Background: an optimization exercise with open tools, aiming at small area. Do not read the settings as production practice. No run shown here included a check of the RTL's function; only the layout flow was run. Power is estimated from default activity; no workload was simulated.

**run.sh**
```bash
#!/bin/bash
# synth_recipe.tcl (not shown) runs the flow's synth.tcl, then flattens the netlist and writes it again
# the make line also repeats each setting of config.mk as NAME=value (left out here)
make -C /OpenROAD-flow-scripts/flow DESIGN_CONFIG=/design/flow/config.mk WORK_HOME=/design/flow/orfs CLKGATE_MAP_FILE= SYNTH_SCRIPT=/design/flow/synth_recipe.tcl finish
```
**config.mk**
```make
export PLATFORM = sky130hd
export DESIGN_NAME = cp0_exc_ctrl
export DESIGN_NICKNAME = cp0_exc_ctrl
export VERILOG_FILES = /design/flow/design.v
export SDC_FILE = /design/flow/constraint.sdc
export NUM_CORES = 4
export LEC_CHECK = 0
export CAP_MARGIN = 20
export CORE_MARGIN = 2
export CORE_UTILIZATION = 40
export SLEW_MARGIN = 20
```
**design.v**
```verilog
package cp0_pkg;
  localparam logic [4:0] REG_COUNT   = 5'd9;
  localparam logic [4:0] REG_COMPARE = 5'd11;
  localparam logic [4:0] REG_STATUS  = 5'd12;
  localparam logic [4:0] REG_CAUSE   = 5'd13;
  localparam logic [4:0] REG_EPC     = 5'd14;
  typedef enum logic [4:0] {
    EXC_INT     = 5'd0,
    EXC_SYSCALL = 5'd8,
    EXC_BREAK   = 5'd9,
    EXC_TEQ     = 5'd13
  } exc_code_e;
  localparam int IE_BIT  = 0;
  localparam int IM_LSB  = 8;
  localparam int IP_LSB  = 8;
  localparam int EXC_LSB = 2;
endpackage
import cp0_pkg::*;
module cp0_timer
(
  input  logic        clk,
  input  logic        rst,
  input  logic        ena,
  input  logic        wr_en,
  input  logic [4:0]  addr,
  input  logic [31:0] data_in,
  output logic [31:0] count,
  output logic [31:0] compare,
  output logic        tick
);
  always_ff @(negedge clk or posedge rst) begin
    if (rst) begin
      count   <= '0;
      compare <= '0;
      tick    <= 1'b0;
    end else if (ena) begin
      if (wr_en && addr == REG_COUNT)
        count <= data_in;
      else
        count <= count + 32'd1;
      if (wr_en && addr == REG_COMPARE) begin
        compare <= data_in;
        tick    <= 1'b0;
      end else if (count == compare) begin
        tick    <= 1'b1;
      end
    end
  end
endmodule
import cp0_pkg::*;
module cp0_exc_ctrl
#(
  parameter int          NUM_IRQ    = 6,
  parameter int          NEST_DEPTH = 3,
  parameter logic [31:0] EXC_VECTOR = 32'h00400004
) (
  input  logic               cp0_clk,
  input  logic               cp0_rst,
  input  logic               cp0_ena,
  input  logic               mfc0,
  input  logic               mtc0,
  input  logic               eret,
  input  logic               exc_req,
  input  logic [4:0]         exc_code,
  input  logic [31:0]        pc,
  input  logic [4:0]         addr,
  input  logic [31:0]        data_in,
  input  logic [NUM_IRQ-1:0] irq,
  output logic [31:0]        cp0_out,
  output logic [31:0]        pc_redirect,
  output logic               exc_take,
  output logic [2:0]         nest_lvl,
  output logic               nest_ovf
);
  logic [31:0] regs [32];
  logic [31:0] status;
  logic [31:0] epc;
  logic [31:0] cause;
  logic [31:0] rd_data;
  logic [4:0]  excode;
  logic [7:0]  ip_q;
  logic [7:0]  ip_next;
  logic [7:0]  ip;
  logic        trap;
  logic        irq_pend;
  logic        take;
  logic        full;
  logic        do_mtc0;
  logic        wr_en;
  logic        hw_reg;
  function automatic logic is_trap(input logic [4:0] c);
    is_trap = (c == EXC_SYSCALL) ||
              (c == EXC_BREAK) ||
              (c == EXC_TEQ);
  endfunction
  logic [31:0] count;
  logic [31:0] compare;
  logic        tmr_tick;
  cp0_timer u_timer (
    .clk     (cp0_clk),
    .rst     (cp0_rst),
    .ena     (cp0_ena),
    .wr_en   (wr_en),
    .addr    (addr),
    .data_in (data_in),
    .count   (count),
    .compare (compare),
    .tick    (tmr_tick)
  );
  always_comb begin
    ip_next = '0;
    for (int i = 0; i < NUM_IRQ; i++)
      ip_next[i] = irq[i];
    ip = ip_q;
    ip[7] = tmr_tick;
  end
  assign trap     = exc_req & is_trap(exc_code);
  assign irq_pend = status[IE_BIT] &
                    (|(status[IM_LSB +: 8] & ip));
  assign take     = trap | irq_pend;
  assign full     = (nest_lvl == 3'(NEST_DEPTH));
  assign do_mtc0  = mtc0 & ~take & ~eret;
  assign wr_en    = cp0_ena & do_mtc0;
  assign hw_reg = (addr == REG_STATUS) || (addr == REG_CAUSE) ||
                  (addr == REG_EPC) || (addr == REG_COUNT) ||
                  (addr == REG_COMPARE);
  always_ff @(negedge cp0_clk or posedge cp0_rst) begin
    if (cp0_rst) begin
      status   <= '0;
      epc      <= '0;
      excode   <= '0;
      ip_q     <= '0;
      nest_lvl <= '0;
      exc_take <= 1'b0;
      nest_ovf <= 1'b0;
    end else if (!cp0_ena) begin
      exc_take <= 1'b0;
    end else begin
      ip_q     <= ip_next;
      exc_take <= 1'b0;
      if (take) begin
        if (full) begin
          nest_ovf <= 1'b1;
        end else begin
          status   <= status << 5;
          excode   <= trap ? exc_code : 5'(EXC_INT);
          epc      <= trap ? pc + 32'd4 : pc;
          nest_lvl <= nest_lvl + 3'd1;
          exc_take <= 1'b1;
        end
      end else if (eret) begin
        status <= status >> 5;
        if (nest_lvl != 3'd0)
          nest_lvl <= nest_lvl - 3'd1;
      end else if (do_mtc0) begin
        case (addr)
          REG_STATUS: begin
            status   <= data_in;
            nest_ovf <= 1'b0;
          end
          REG_CAUSE: excode <= data_in[EXC_LSB +: 5];
          REG_EPC:   epc    <= data_in;
          default:   ;
        endcase
      end
    end
  end
  always_ff @(negedge cp0_clk or posedge cp0_rst) begin
    if (cp0_rst) begin
      for (int i = 0; i < 32; i++)
        regs[i] <= '0;
    end else if (wr_en && !hw_reg) begin
      regs[addr] <= data_in;
    end
  end
  always_comb begin
    cause = '0;
    cause[IP_LSB +: 8]  = ip;
    cause[EXC_LSB +: 5] = excode;
  end
  always_comb begin
    case (addr)
      REG_STATUS:  rd_data = status;
      REG_CAUSE:   rd_data = cause;
      REG_EPC:     rd_data = epc;
      REG_COUNT:   rd_data = count;
      REG_COMPARE: rd_data = compare;
      default:     rd_data = regs[addr];
    endcase
  end
  assign cp0_out     = (mfc0 & cp0_ena) ? rd_data : 32'h0;
  assign pc_redirect = (eret & cp0_ena) ? epc : EXC_VECTOR;
endmodule
```
**constraint.sdc**
```tcl
create_clock -name core_clock -period 14.0 [get_ports {cp0_clk}]
set_input_delay 2.8000 -clock core_clock [delete_from_list [all_inputs] [get_ports {cp0_clk}]]
set_output_delay 2.8000 -clock core_clock [all_outputs]
set_load 0.01 [all_outputs]
```
==> metrics.cfg, run 1 <==
[synthesis]
seq_area_frac_synth=0.502
basic_gate_share_of_the_synthesized_area_counting_and_or_nand_and_nor_cells=0.0715
postSynthAreaPerCell_um2=12.8
synth_net_count=4021
post_synth_inst_count=3931
synth_top_family_by_area=multiplexers
synth-main-ff-cell=sky130_fd_sc_hd__dfrtn_1
compound_cell_area_share_of_the_yosys_netlist=0.115
synthArstFlopShare=1.00
synth.area.mux_share=0.259
yosys_warnings=3
post_synthesis_adder_cell_area_fraction=0.000896
total_standard_cell_area_after_synthesis_um2=50300
synth_cell_type_count=89
synth.ff_latch_count=1009
synthXorXnorAreaFrac=0.00976
count_of_flip_flops_with_a_built_in_enable_after_synthesis=0

[cells_and_area]
layout.nets=4076
layoutNonFillerInstCount=5722
areaGrowthSynthToFinish_pct=13.6
sequential_cell_area_um2=25200
inserted_diodes=0
final.fill_count=11200
multiInputGateArea_um2=23200
drive_gt1_frac=0.308

[die]
coreArea_um2=125000
fp.dieArea_um2=128000
die-width_um=358
initial_utilization=0.402
num_io_pins=156
floorplan.rows=130
die-height_um=358

[run_status]
run_status=timing/DRC/antenna clean

[sta]
slew_headroom=0.220
number_of_hold_violations_in_the_final_report=0
rsz0062_at_grt=no
timing.final.setup_violations=0
worstMarginPinSlew_ns=1.16
report.final.slew_viol_count=0
postLayoutSetupSlackWorst_ns=0.790
fin_skew_ns=0.0251
worst_hold_slack_ns=0.435

[pwr]
total_power_w=0.00775
ir_worst_vdd_uv=96.8
cellLeakagePower_nw=28.3
pwr_density_cell_nw_per_um2=136

[place]
numPortBuffers=155
dp.cells=5527
finalWeightedCongestion=0.892
hpwl_after_dpl_um=113000
place_ws_ns=1.04

[clock_tree]
hold_buffers=0
cts_root_buffer=sky130_fd_sc_hd__clkbuf_16
cts_repair_resize_count=0
worstSkewPairLatency_ns=0.67
post_cts_buffers=0
clkTransAtPathRegs_ns=0.05
tritoncts_buffer_count=107
cts_tree=yes
clock_path_buffers=3
htreeDepth=3
sinks_on_the_clock_net=1009

[worst_setup_path]
path_max_fanout=2
setup.worst_path.end_class=output port
cp_data_required_time_ns=11.20
setup.worst_path.start=regs[5][8]
cp_data_arrival_time_ns=10.41
critPathLaunchType=register
worstReg2RegStart=status[13]
worst-setup-path-type=reg -> out

[grt]
grt_remaining_overflow=0
grt_use_total=0.285
grt_antenna_before_repair=4
grt_max_degree=123
grt_first_pass_wirelength_um=266000
first_global_vias=35700

[routing]
dr_total_vias=35700
drt_pass_1_iters=9
postRouteWirelength_um=184000
remaining_drc_errors=0
post_drt_antenna_nets=0
avgViaCountPerCell=6.23
drt_iter0_drc=4103
route.detailed.wl_per_inst_um=32.2

[flow_run]
max_cap_violations=0

[min_path]
min-delay-path-class=reg -> reg
timing.hold.worst.start=regs[10][21]

-- routing by layer --
metal  up-vias  track usage  part of all wire
met4         6        0.144             0.056
li1      14700            -                 -
met5         -            0           0.00023
met3       423       0.0585             0.086
met1     18700        0.399              0.42
met2      1833        0.417              0.43
-- per-stage QoR --
stage	area, µm²	TNS [ns]	utilization
6_report	57100	0	0.457
4_1_cts	57100	0	0.456
3_3_place_gp	53500	0	0.428
2_1_floorplan	50300	-9405.08	-
3_5_place_dp	53500	0	0.428
5_1_grt	57100	0	0.457
-- cells in the final DEF, fill, tap and decap left out, drive strengths merged, types with 6 or more instances in the layout --
| master | Yosys | routed |
|---|---|---|
| a2111oi | 21 | 21 |
| o211ai | 7 | 7 |
| a221oi | 21 | 21 |
| a22o | 30 | 30 |
| nand3b | 11 | 11 |
| nand4 | 71 | 71 |
| and4 | 9 | 9 |
| o21a | 6 | 6 |
| a31o | 7 | 7 |
| a222oi | 21 | 21 |
| clkbuf | 228 | 153 |
| mux2i | 55 | 55 |
| a211oi | 18 | 18 |
| nand2 | 221 | 221 |
| a21oi | 141 | 141 |
| nor2b | 8 | 8 |
| buf | 145 | 180 |
| nor3 | 28 | 28 |
| o21ai | 106 | 106 |
| clkdlybuf4s50 | 0 | 139 |
| nor4 | 17 | 17 |
| xnor2 | 32 | 32 |
| nor2 | 116 | 116 |
| mux2 | 909 | 909 |
| nand2b | 10 | 10 |
| and3 | 76 | 76 |
| a41o | 8 | 8 |
| a32oi | 6 | 6 |
| xor2 | 24 | 24 |
| o22ai | 14 | 14 |
| and2 | 9 | 9 |
| inv | 19 | 19 |
| a22oi | 347 | 347 |
| nor3b | 7 | 7 |
| bufinv | 0 | 9 |
| o31ai | 10 | 10 |
| a31oi | 20 | 20 |
| dfrtn | 1009 | 1009 |
| nand3 | 74 | 74 |
| clkinv | 1 | 30 |
-- area by class of cell --
class,count,area share
multi-input combinational,2529,0.406
tap,1650,0.0362
clock inverter,42,0.00855
timing repair buffer,319,0.0515
inverter,20,0.00140
sequential,1009,0.442
clock buffer,153,0.0543
-- critical path, stage by stage (launching register included) --
cell	delay [ns]
sky130_fd_sc_hd__dfrtn_1	0.34
sky130_fd_sc_hd__and3_1	0.15
sky130_fd_sc_hd__a2111oi_0	0.66
sky130_fd_sc_hd__nand3_1	0.35
sky130_fd_sc_hd__a2111oi_0	0.38
sky130_fd_sc_hd__a31oi_1	0.32
sky130_fd_sc_hd__clkdlybuf4s50_1	0.56
-- flip-flops by register name, summed over array words and instances (netlist names) --
name / flops
u_timer.count: 32
epc: 32
u_timer.tick: 1
excode: 5
status: 32
nest_ovf: 1
nest_lvl: 3
exc_take: 1
u_timer.compare: 32
regs: 864
ip_q: 6
-- worst paths after layout --
path                                     end  slack, ns  depth (start not counted)
worst max-delay path              cp0_out[8]       0.79                          6
worst min register to register  regs[10][21]       0.43                          1
worst max register to register    regs[0][0]      10.54                          6
min in group asynchronous       regs[26][19]       9.56                          2
max in group asynchronous            epc[19]       2.96                          4
worst min-delay path            regs[10][21]       0.43                          1
-- synthesized netlist by cell type (8+ instances only) --
library cell                instances  area share
sky130_fd_sc_hd__dfrtn_1         1009        0.50
sky130_fd_sc_hd__mux2_4           600        0.18
sky130_fd_sc_hd__a22oi_1          347       0.052
sky130_fd_sc_hd__clkbuf_1         227       0.017
sky130_fd_sc_hd__mux2_2           217       0.049
sky130_fd_sc_hd__nand2_1          200       0.015
sky130_fd_sc_hd__a21oi_1          140       0.014
sky130_fd_sc_hd__o21ai_0          105       0.010
sky130_fd_sc_hd__nor2_1           104      0.0078
sky130_fd_sc_hd__mux2_1            92       0.021
sky130_fd_sc_hd__and3_1            76      0.0095
sky130_fd_sc_hd__nand3_1           74      0.0074
sky130_fd_sc_hd__buf_2             72      0.0072
sky130_fd_sc_hd__nand4_1           71      0.0088
sky130_fd_sc_hd__buf_6             60       0.013
sky130_fd_sc_hd__mux2i_1           55       0.011
sky130_fd_sc_hd__xnor2_1           32      0.0056
sky130_fd_sc_hd__a22o_1            30      0.0052
sky130_fd_sc_hd__nor3_1            26      0.0026
sky130_fd_sc_hd__xor2_1            24      0.0042
sky130_fd_sc_hd__a2111oi_0         21      0.0037
sky130_fd_sc_hd__a221oi_1          21      0.0037
sky130_fd_sc_hd__a222oi_1          21      0.0042
sky130_fd_sc_hd__a31oi_1           20      0.0025
sky130_fd_sc_hd__nand2_4           20      0.0045
sky130_fd_sc_hd__a211oi_1          18      0.0027
sky130_fd_sc_hd__inv_1             18      0.0013
sky130_fd_sc_hd__nor4_1            17      0.0021
sky130_fd_sc_hd__o22ai_1           14      0.0017
sky130_fd_sc_hd__nand3b_1          11      0.0016
sky130_fd_sc_hd__nand2b_1          10      0.0012
sky130_fd_sc_hd__o31ai_1           10      0.0015
sky130_fd_sc_hd__and4_1             9      0.0016
sky130_fd_sc_hd__nor2_2             9      0.0011
sky130_fd_sc_hd__and2_1             8      0.0010
sky130_fd_sc_hd__nor2b_1            8      0.0010
-- kinds of logic after synthesis --
kind of cell	Yosys count
multiplexers	964
XOR/XNOR	56
AND/OR/NAND/NOR	679
flip-flops	1009
adder cells (fa/ha/maj)	3
AO/OA/AOI/OAI	827
buffers and inverters	393
-- power by group --
| part | internal, W | leakage, nW | switching [W] |
|---|---|---|---|
| sequential | 0.00331 | 13.7 | 0.000326 |
| clock | 0.00170 | 1.78 | 0.00124 |
| combinational | 0.000543 | 12.8 | 0.000623 |
==> inputs of run 2 (changes only) <==
--- a/design.v
+++ b/design.v
@@ -73,13 +73,13 @@
   output logic               nest_ovf
 );
   logic [31:0] regs [32];
+  logic [31:0] reg_v;
   logic [31:0] status;
+  logic        status_v;
   logic [31:0] epc;
-  logic [31:0] cause;
-  logic [31:0] rd_data;
+  logic        epc_v;
   logic [4:0]  excode;
-  logic [7:0]  ip_q;
-  logic [7:0]  ip_next;
+  logic [NUM_IRQ-1:0] ip_q;
   logic [7:0]  ip;
   logic        trap;
   logic        irq_pend;
@@ -88,6 +88,8 @@
   logic        do_mtc0;
   logic        wr_en;
   logic        hw_reg;
+  logic [31:0] rd_data;
+  logic        rd_v;
   function automatic logic is_trap(input logic [4:0] c);
     is_trap = (c == EXC_SYSCALL) ||
               (c == EXC_BREAK) ||
@@ -108,14 +110,12 @@
     .tick    (tmr_tick)
   );
   always_comb begin
-    ip_next = '0;
-    for (int i = 0; i < NUM_IRQ; i++)
-      ip_next[i] = irq[i];
-    ip = ip_q;
+    ip = '0;
+    ip[NUM_IRQ-1:0] = ip_q;
     ip[7] = tmr_tick;
   end
   assign trap     = exc_req & is_trap(exc_code);
-  assign irq_pend = status[IE_BIT] &
+  assign irq_pend = status_v & status[IE_BIT] &
                     (|(status[IM_LSB +: 8] & ip));
   assign take     = trap | irq_pend;
   assign full     = (nest_lvl == 3'(NEST_DEPTH));
@@ -126,8 +126,8 @@
                   (addr == REG_COMPARE);
   always_ff @(negedge cp0_clk or posedge cp0_rst) begin
     if (cp0_rst) begin
-      status   <= '0;
-      epc      <= '0;
+      status_v <= 1'b0;
+      epc_v    <= 1'b0;
       excode   <= '0;
       ip_q     <= '0;
       nest_lvl <= '0;
@@ -136,58 +136,81 @@
     end else if (!cp0_ena) begin
       exc_take <= 1'b0;
     end else begin
-      ip_q     <= ip_next;
+      ip_q     <= irq;
       exc_take <= 1'b0;
       if (take) begin
         if (full) begin
           nest_ovf <= 1'b1;
         end else begin
-          status   <= status << 5;
+          epc_v    <= 1'b1;
           excode   <= trap ? exc_code : 5'(EXC_INT);
-          epc      <= trap ? pc + 32'd4 : pc;
           nest_lvl <= nest_lvl + 3'd1;
           exc_take <= 1'b1;
         end
       end else if (eret) begin
-        status <= status >> 5;
         if (nest_lvl != 3'd0)
           nest_lvl <= nest_lvl - 3'd1;
       end else if (do_mtc0) begin
         case (addr)
           REG_STATUS: begin
-            status   <= data_in;
+            status_v <= 1'b1;
             nest_ovf <= 1'b0;
           end
           REG_CAUSE: excode <= data_in[EXC_LSB +: 5];
-          REG_EPC:   epc    <= data_in;
+          REG_EPC:   epc_v  <= 1'b1;
           default:   ;
         endcase
       end
     end
   end
-  always_ff @(negedge cp0_clk or posedge cp0_rst) begin
-    if (cp0_rst) begin
-      for (int i = 0; i < 32; i++)
-        regs[i] <= '0;
-    end else if (wr_en && !hw_reg) begin
-      regs[addr] <= data_in;
-    end
-  end
-  always_comb begin
-    cause = '0;
-    cause[IP_LSB +: 8]  = ip;
-    cause[EXC_LSB +: 5] = excode;
+  always_ff @(negedge cp0_clk) begin
+    if (cp0_ena) begin
+      if (take) begin
+        if (!full) begin
+          status <= status << 5;
+          epc    <= trap ? pc + 32'd4 : pc;
+        end
+      end else if (eret) begin
+        status <= status >> 5;
+      end else if (do_mtc0) begin
+        if (addr == REG_STATUS) status <= data_in;
+        if (addr == REG_EPC)    epc    <= data_in;
+      end
+    end
+  end
+  for (genvar i = 0; i < 32; i++) begin : g_reg
+    if (i == REG_STATUS || i == REG_CAUSE || i == REG_EPC ||
+        i == REG_COUNT || i == REG_COMPARE) begin : g_hw
+      assign regs[i]  = '0;
+      assign reg_v[i] = 1'b0;
+    end else begin : g_st
+      always_ff @(negedge cp0_clk or posedge cp0_rst) begin
+        if (cp0_rst)
+          reg_v[i] <= 1'b0;
+        else if (wr_en && addr == 5'(i))
+          reg_v[i] <= 1'b1;
+      end
+      always_ff @(negedge cp0_clk) begin
+        if (wr_en && addr == 5'(i))
+          regs[i] <= data_in;
+      end
+    end
   end
   always_comb begin
     case (addr)
-      REG_STATUS:  rd_data = status;
-      REG_CAUSE:   rd_data = cause;
-      REG_EPC:     rd_data = epc;
-      REG_COUNT:   rd_data = count;
-      REG_COMPARE: rd_data = compare;
-      default:     rd_data = regs[addr];
+      REG_STATUS:  begin rd_data = status;  rd_v = status_v; end
+      REG_CAUSE:   begin
+        rd_data = '0;
+        rd_data[IP_LSB +: 8]  = ip;
+        rd_data[EXC_LSB +: 5] = excode;
+        rd_v = 1'b1;
+      end
+      REG_EPC:     begin rd_data = epc;     rd_v = epc_v; end
+      REG_COUNT:   begin rd_data = count;   rd_v = 1'b1; end
+      REG_COMPARE: begin rd_data = compare; rd_v = 1'b1; end
+      default:     begin rd_data = regs[addr]; rd_v = reg_v[addr]; end
     endcase
   end
-  assign cp0_out     = (mfc0 & cp0_ena) ? rd_data : 32'h0;
-  assign pc_redirect = (eret & cp0_ena) ? epc : EXC_VECTOR;
+  assign cp0_out     = (mfc0 & cp0_ena & rd_v) ? rd_data : 32'h0;
+  assign pc_redirect = (eret & cp0_ena) ? (epc_v ? epc : 32'h0) : EXC_VECTOR;
 endmodule
==> run 2 against run 1 <==
Effect of this change: critical path type unchanged; area after synthesis is 16% lower; non-clock buffer count is 4 lower; sequential share of layout area is 13 points higher; largest cell class unchanged; power is 4.3% higher; largest power group is now the clock network; highest routed layer unchanged.
==> metrics.cfg, run 2 <==
[run_status]
run_status=timing/DRC/antenna clean  ; unchanged

[synthesis]
count_of_flip_flops_with_a_built_in_enable_after_synthesis=928  ; was 0
total_standard_cell_area_after_synthesis_um2=42300  ; was 50300 µm²
synth-main-ff-cell=sky130_fd_sc_hd__edfxtp_1  ; was sky130_fd_sc_hd__dfrtn_1
synthArstFlopShare=0.106  ; was 1.00
seq_area_frac_synth=0.724  ; was 0.502
synth_cell_type_count=75  ; was 89
most_area_hungry_cell_type_in_the_yosys_netlist=sky130_fd_sc_hd__edfxtp_1  ; was sky130_fd_sc_hd__dfrtn_1
synth_net_count=2936  ; was 4021
yosysMostFrequentCell=sky130_fd_sc_hd__edfxtp_1  ; was sky130_fd_sc_hd__dfrtn_1
synth.cells.most_frequent=928 x sky130_fd_sc_hd__edfxtp_1, 282 x sky130_fd_sc_hd__a22oi_1, 180 x sky130_fd_sc_hd__nand2_1, 155 x sky130_fd_sc_hd__and3_1, 116 x sky130_fd_sc_hd__clkbuf_1  ; was 1009 x sky130_fd_sc_hd__dfrtn_1, 600 x sky130_fd_sc_hd__mux2_4, 347 x sky130_fd_sc_hd__a22oi_1, 227 x sky130_fd_sc_hd__clkbuf_1, 217 x sky130_fd_sc_hd__mux2_2
postSynthAreaPerCell_um2=14.9  ; was 12.8 µm²
synth.ff_latch_count=1038  ; was 1009
netlist.area_leader.share=0.659  ; was 0.502
post_synth_inst_count=2846  ; was 3931
yosys_warnings=13  ; was 3
synth_area_leaders=sky130_fd_sc_hd__edfxtp_1 66%, sky130_fd_sc_hd__dfrtn_1 6.5%, sky130_fd_sc_hd__a22oi_1 5.0%, sky130_fd_sc_hd__and3_1 2.3%, sky130_fd_sc_hd__mux2_2 1.8%  ; was sky130_fd_sc_hd__dfrtn_1 50%, sky130_fd_sc_hd__mux2_4 18%, sky130_fd_sc_hd__a22oi_1 5.2%, sky130_fd_sc_hd__mux2_2 4.9%, sky130_fd_sc_hd__mux2_1 2.1%

[sta]
fin_skew_ns=0.0849  ; was 0.0251 ns
number_of_hold_violations_in_the_final_report=0  ; unchanged
report.final.slew_viol_count=0  ; unchanged
final.setup.tns_ns=0  ; unchanged
worstMarginPinSlew_ns=1.10  ; was 1.16 ns
timing.final.setup_violations=0  ; unchanged
slew_headroom=0.250  ; was 0.220
rsz0062_at_grt=no  ; unchanged

[clock_tree]
sinks_on_the_clock_net=1038  ; was 1009
cts_tree=yes  ; unchanged
hold_buffers=0  ; unchanged
tritoncts_buffer_count=108  ; was 107
worstSkewPairLatency_ns=0.73  ; was 0.67 ns
htreeDepth=3  ; unchanged
cts_root_buffer=sky130_fd_sc_hd__clkbuf_16  ; unchanged
clock_path_buffers=3  ; unchanged
clkTransAtPathRegs_ns=0.05  ; about the same

[cells_and_area]
fin_area_um2=53300  ; was 57100 µm²
commonest_non_fill_non_tap_cell_in_the_layout=sky130_fd_sc_hd__inv_1  ; was sky130_fd_sc_hd__dfrtn_1
layoutNonFillerInstCount=5488  ; was 5722
largest_register_ffs=864  ; unchanged
areaGrowthSynthToFinish_pct=26.0  ; was 13.6%
layout.core_utilization=0.507  ; was 0.457
layout_common_cells=962 x sky130_fd_sc_hd__inv_1, 928 x sky130_fd_sc_hd__edfxtp_1, 282 x sky130_fd_sc_hd__a22oi_1  ; was 1009 x sky130_fd_sc_hd__dfrtn_1, 600 x sky130_fd_sc_hd__mux2_4, 347 x sky130_fd_sc_hd__a22oi_1
largest_register=regs  ; unchanged
layout.nets=4097  ; was 4076
drive_gt1_frac=0.129  ; was 0.308

[flow_run]
max_cap_violations=0  ; unchanged

[grt]
grt_use_total=0.306  ; was 0.285
grt_remaining_overflow=0  ; unchanged
first_global_vias=35000  ; was 35700
grt_antenna_before_repair=13  ; was 4
grt_first_pass_wirelength_um=236000  ; was 266000 µm
grt_max_degree=66  ; was 123

[pwr]
pwr_density_cell_nw_per_um2=152  ; was 136 nW/µm²
total_power_w=0.00808  ; was 0.00775 W
cellLeakagePower_nw=22.1  ; was 28.3 nW
ir_worst_vdd_uv=114  ; was 96.8 µV

[worst_setup_path]
cp_data_required_time_ns=11.20  ; about the same
critPathLaunchType=register  ; unchanged
setup.worst_path.end_class=output port  ; unchanged
worst-setup-path-type=reg -> out  ; unchanged
cp_data_arrival_time_ns=11.13  ; was 10.41 ns
path_max_fanout=23  ; was 2

[routing]
drt_iter0_drc=5320  ; was 4103
remaining_drc_errors=0  ; unchanged
dr_total_vias=33900  ; was 35700
avgViaCountPerCell=6.17  ; was 6.23
drt_pass_1_iters=6  ; was 9
postRouteWirelength_um=169000  ; was 184000 µm
post_drt_antenna_nets=0  ; unchanged
route.detailed.wl_per_inst_um=30.7  ; was 32.2 µm

[die]
floorplan.rows=119  ; was 130
num_io_pins=156  ; unchanged
die-height_um=329  ; was 358 µm
initial_utilization=0.402  ; about the same
fp.dieArea_um2=108000  ; was 128000 µm²
coreArea_um2=105000  ; was 125000 µm²
die-width_um=329  ; was 358 µm

[min_path]
min-delay-path-class=reg -> reg  ; unchanged

[place]
finalWeightedCongestion=0.905  ; was 0.892
hpwl_after_dpl_um=99900  ; was 113000 µm
dp.cells=4361  ; was 5527
placed_area_um2=46200  ; was 53500 µm²
numPortBuffers=155  ; unchanged

[run 2: cell count changes after synthesis, moves of 91 or more]
cell,before,now
sky130_fd_sc_hd__clkbuf_1,227,116
sky130_fd_sc_hd__dfrtn_1,1009,110
sky130_fd_sc_hd__edfxtp_1,0,928
sky130_fd_sc_hd__mux2_1,92,1
sky130_fd_sc_hd__mux2_2,217,66
sky130_fd_sc_hd__mux2_4,600,0
[run 2: stage by stage]
step | setup slack (ns) | hold WS (ns)
global route | 0.0317 | 0.424
global placement | 0.827 | 0.405
detailed placement | 0.739 | 0.411
floorplan | 0.250 | 0.394
CTS | 0.0216 | 0.412
finish | 0.0658 | 0.412
[run 2: worst paths after layout]
kind,cells past startpoint,slack (ns),from,to
max,7,0.07,reg_v[10],cp0_out[19]
min,1,0.41,reg_v[3],reg_v[3]
max reg2reg,6,10.25,status[11],regs[1][16]
min reg2reg,1,0.41,reg_v[3],reg_v[3]
max in group asynchronous,3,3.53,cp0_rst,u_timer.count[24]
min in group asynchronous,2,9.42,cp0_rst,nest_lvl[2]
[run 2: layout make-up]
type	count	area (µm²)
tap	1391	1740
timing repair buffer	315	2740
inverter	10	40.0
clock inverter	1016	4270
antenna	2	5.00
multi-input combinational	1606	11100
sequential	1038	30600
clock buffer	110	2740
fill	9173	51900
[run 2: critical path: stages (launching register included)]
cell and delay, ns:
sky130_fd_sc_hd__dfrtn_1 0.42, sky130_fd_sc_hd__mux2i_1 0.08, sky130_fd_sc_hd__o311a_1 0.30, sky130_fd_sc_hd__o21ai_0 0.23, sky130_fd_sc_hd__a21oi_1 0.15, sky130_fd_sc_hd__or3_2 0.89, sky130_fd_sc_hd__a2111oi_1 0.70, sky130_fd_sc_hd__clkdlybuf4s50_1 0.66
[run 2: logic make-up after synthesis]
family | Yosys count | share of synthesized area
xor+xnor | 61 | 0.0126
buf+inv | 202 | 0.0207
simple gates | 754 | 0.0944
compound gates | 665 | 0.114
fa+ha+maj | 3 | 0.00107
mux | 123 | 0.0332
flops | 1038 | 0.724
[run 2: report_power, final]
group          leakage [nW]  switching, W  internal (W)
combinational          5.59      0.000365      0.000190
clock                  6.71       0.00200       0.00197
sequential             9.77     0.0000779       0.00348
[run 2: timing repair]
item / CTS / global route
endpoints found under the setup margin: 0 / 1
resized for setup: 0 / 1
buffers inserted: 0 / 0
[run 2: routing by layer]
| metal | global-route usage | up-vias | share of wire |
|---|---|---|---|
| met5 | 0 | - | 0.00018 |
| met4 | 0.190 | 4 | 0.059 |
| met3 | 0.0850 | 539 | 0.13 |
| met2 | 0.492 | 2880 | 0.47 |
| met1 | 0.366 | 16700 | 0.34 |
| li1 | - | 13700 | - |
==> inputs of run 3 (changes only) <==
==> flow/run.sh (new file) <==
#!/bin/bash
# Standard layout, unchanged; full output kept in standard.log.
bash standard.sh > standard.log 2>&1
==> standard.sh (new file) <==
#!/bin/bash
# synth_recipe.tcl (not shown) runs the flow's synth.tcl, then flattens the netlist and writes it again
# the make line also repeats each setting of config.mk as NAME=value (left out here)
make -C /OpenROAD-flow-scripts/flow DESIGN_CONFIG=/design/flow/config.mk WORK_HOME=/design/flow/orfs CLKGATE_MAP_FILE= SYNTH_SCRIPT=/design/flow/synth_recipe.tcl "${@:-finish}"
removed: run.sh
==> run 3 against run 2 <==
Effect of this change: still clean on timing, DRC and antenna; clock power hardly changed; via count is the same; worst hold slack is the same; wire length did not move; clock-buffer cell count did not move; highest routed layer unchanged.
==> metrics.cfg, run 3 <==
[run_status]
run_status=timing/DRC/antenna clean  ; unchanged

[synthesis]
synth_net_count=2936  ; unchanged
yosysMostFrequentCell=sky130_fd_sc_hd__edfxtp_1  ; unchanged
yosys_warnings=13  ; unchanged
synth_area_leaders=sky130_fd_sc_hd__edfxtp_1 66%, sky130_fd_sc_hd__dfrtn_1 6.5%, sky130_fd_sc_hd__a22oi_1 5.0%, sky130_fd_sc_hd__and3_1 2.3%, sky130_fd_sc_hd__mux2_2 1.8%  ; unchanged
total_standard_cell_area_after_synthesis_um2=42300  ; unchanged
synth_cell_type_count=75  ; unchanged
seq_area_frac_synth=0.724  ; unchanged
most_area_hungry_cell_type_in_the_yosys_netlist=sky130_fd_sc_hd__edfxtp_1  ; unchanged
count_of_flip_flops_with_a_built_in_enable_after_synthesis=928  ; unchanged
synth.ff_latch_count=1038  ; unchanged
postSynthAreaPerCell_um2=14.9  ; unchanged
synthArstFlopShare=0.106  ; unchanged
synth.cells.most_frequent=928 x sky130_fd_sc_hd__edfxtp_1, 282 x sky130_fd_sc_hd__a22oi_1, 180 x sky130_fd_sc_hd__nand2_1, 155 x sky130_fd_sc_hd__and3_1, 116 x sky130_fd_sc_hd__clkbuf_1  ; unchanged
synth-main-ff-cell=sky130_fd_sc_hd__edfxtp_1  ; unchanged
post_synth_inst_count=2846  ; unchanged
netlist.area_leader.share=0.659  ; unchanged

[clock_tree]
htreeDepth=3  ; unchanged
sinks_on_the_clock_net=1038  ; unchanged
cts_root_buffer=sky130_fd_sc_hd__clkbuf_16  ; unchanged
clock_path_buffers=3  ; unchanged
cts_tree=yes  ; unchanged
hold_buffers=0  ; unchanged
clkTransAtPathRegs_ns=0.05  ; about the same
worstSkewPairLatency_ns=0.73  ; about the same
post_cts_buffers=0  ; unchanged
tritoncts_buffer_count=108  ; unchanged
cts_repair_resize_count=0  ; unchanged

[sta]
timing.final.setup_violations=0  ; unchanged
report.final.slew_viol_count=0  ; unchanged
rsz0062_at_grt=no  ; unchanged
worstMarginPinSlew_ns=1.10  ; unchanged
fin_skew_ns=0.0849  ; unchanged
postLayoutSetupSlackWorst_ns=0.0658  ; unchanged
number_of_hold_violations_in_the_final_report=0  ; unchanged
final.setup.tns_ns=0  ; unchanged
slew_headroom=0.250  ; unchanged

[cells_and_area]
drive_gt1_frac=0.129  ; unchanged
sequential_cell_area_um2=30600  ; unchanged
commonest_non_fill_non_tap_cell_in_the_layout=sky130_fd_sc_hd__inv_1  ; unchanged
layout.nets=4097  ; unchanged
layout.core_utilization=0.507  ; unchanged
areaGrowthSynthToFinish_pct=26.0  ; unchanged
multiInputGateArea_um2=11100  ; unchanged
final.fill_count=9173  ; unchanged
layout_common_cells=962 x sky130_fd_sc_hd__inv_1, 928 x sky130_fd_sc_hd__edfxtp_1, 282 x sky130_fd_sc_hd__a22oi_1  ; unchanged
fin_area_um2=53300  ; unchanged
largest_register_ffs=864  ; unchanged
largest_register=regs  ; unchanged

[die]
floorplan.rows=119  ; unchanged
die-height_um=329  ; unchanged
initial_utilization=0.402  ; unchanged
coreArea_um2=105000  ; unchanged
num_io_pins=156  ; unchanged
die-width_um=329  ; unchanged
fp.dieArea_um2=108000  ; unchanged

[routing]
drt_iter0_drc=5320  ; unchanged
postRouteWirelength_um=169000  ; unchanged
post_drt_antenna_nets=0  ; unchanged
dr_total_vias=33900  ; unchanged
drt_pass_1_iters=6  ; unchanged
remaining_drc_errors=0  ; unchanged
avgViaCountPerCell=6.17  ; unchanged
route.detailed.wl_per_inst_um=30.7  ; unchanged

[grt]
grt_remaining_overflow=0  ; unchanged
grt_antenna_before_repair=13  ; unchanged
grt_max_degree=66  ; unchanged
first_global_vias=35000  ; unchanged
grt_first_pass_wirelength_um=236000  ; unchanged
grt_use_total=0.306  ; unchanged

[worst_setup_path]
critPathLaunchType=register  ; unchanged
cp_data_required_time_ns=11.20  ; about the same
worst-setup-path-type=reg -> out  ; unchanged
timing.reg2reg.worst_path_depth=6  ; unchanged
path_max_fanout=23  ; unchanged
worstReg2RegStart=status[11]  ; unchanged
cp_data_arrival_time_ns=11.13  ; about the same
crit_end=cp0_out[19]  ; unchanged
setup.worst_path.end_class=output port  ; unchanged
r2r_end=regs[1][16]  ; unchanged
setup.worst_path.start=reg_v[10]  ; unchanged
worst_r2r_setup_slack_ns=10.25  ; about the same

[min_path]
min-delay-path-class=reg -> reg  ; unchanged
timing.hold.worst.start=reg_v[3]  ; unchanged

[place]
hpwl_after_dpl_um=99900  ; unchanged
numPortBuffers=155  ; unchanged
finalWeightedCongestion=0.905  ; unchanged
place_ws_ns=0.739  ; unchanged
placed_area_um2=46200  ; unchanged

[pwr]
pwr_density_cell_nw_per_um2=152  ; unchanged
total_power_w=0.00808  ; unchanged
ir_worst_vdd_uv=114  ; unchanged
cellLeakagePower_nw=22.1  ; unchanged

[flow_run]
max_cap_violations=0  ; unchanged

-- run 3: cell counts after synthesis --
No cell type changed its count.
-- run 3: logic make-up after synthesis --
logic type | count (synthesis) | share of synthesized area
simple gates | 754 | 0.0944
mux | 123 | 0.0332
flops | 1038 | 0.724
fa+ha+maj | 3 | 0.00107
compound gates | 665 | 0.114
buf+inv | 202 | 0.0207
xor+xnor | 61 | 0.0126
-- run 3: worst max-delay path: stages (launching register included) --
cell                              delay [ns]
sky130_fd_sc_hd__dfrtn_1                0.42
sky130_fd_sc_hd__mux2i_1                0.08
sky130_fd_sc_hd__o311a_1                0.30
sky130_fd_sc_hd__o21ai_0                0.23
sky130_fd_sc_hd__a21oi_1                0.15
sky130_fd_sc_hd__or3_2                  0.89
sky130_fd_sc_hd__a2111oi_1              0.70
sky130_fd_sc_hd__clkdlybuf4s50_1        0.66
-- run 3: layout make-up --
cell class                      instances  area share
Antenna cell                            2   0.0000940
Clock buffer                          110      0.0515
Clock inverter                       1016      0.0802
Inverter                               10    0.000752
Multi-Input combinational cell       1606       0.208
Sequential cell                      1038       0.575
Tap cell                             1391      0.0327
Timing Repair Buffer                  315      0.0515
-- run 3: worst min-delay path by stage --
stage	endpoint	depth (start not counted)
floorplan	reg_v[18]	1
global placement	reg_v[0]	1
finish	reg_v[3]	1
CTS	reg_v[3]	1
global route	reg_v[3]	1
detailed placement	reg_v[3]	1
-- run 3: metal layers --
layer  global-route usage  vias to the layer above  routed length (µm)
li1                     -                    13700                   -
met2                0.492                     2880               79400
met3               0.0850                      539               21300
met1                0.366                    16700               57900
met5                    0                        -                  30
met4                0.190                        4                9980
-- run 3: report_power, final --
| part | total [W] | internal [W] | switching (W) |
|---|---|---|---|
| Combinational | 0.000555 | 0.000190 | 0.000365 |
| Sequential | 0.00356 | 0.00348 | 0.0000779 |
| Clock | 0.00397 | 0.00197 | 0.00200 |
-- run 3: stage by stage --
stage               std cells  hold WS [ns]
floorplan                2846         0.394
global placement         4360         0.405
detailed placement       4361         0.411
CTS                      5486         0.412
global route             5486         0.424
finish                   5488         0.412
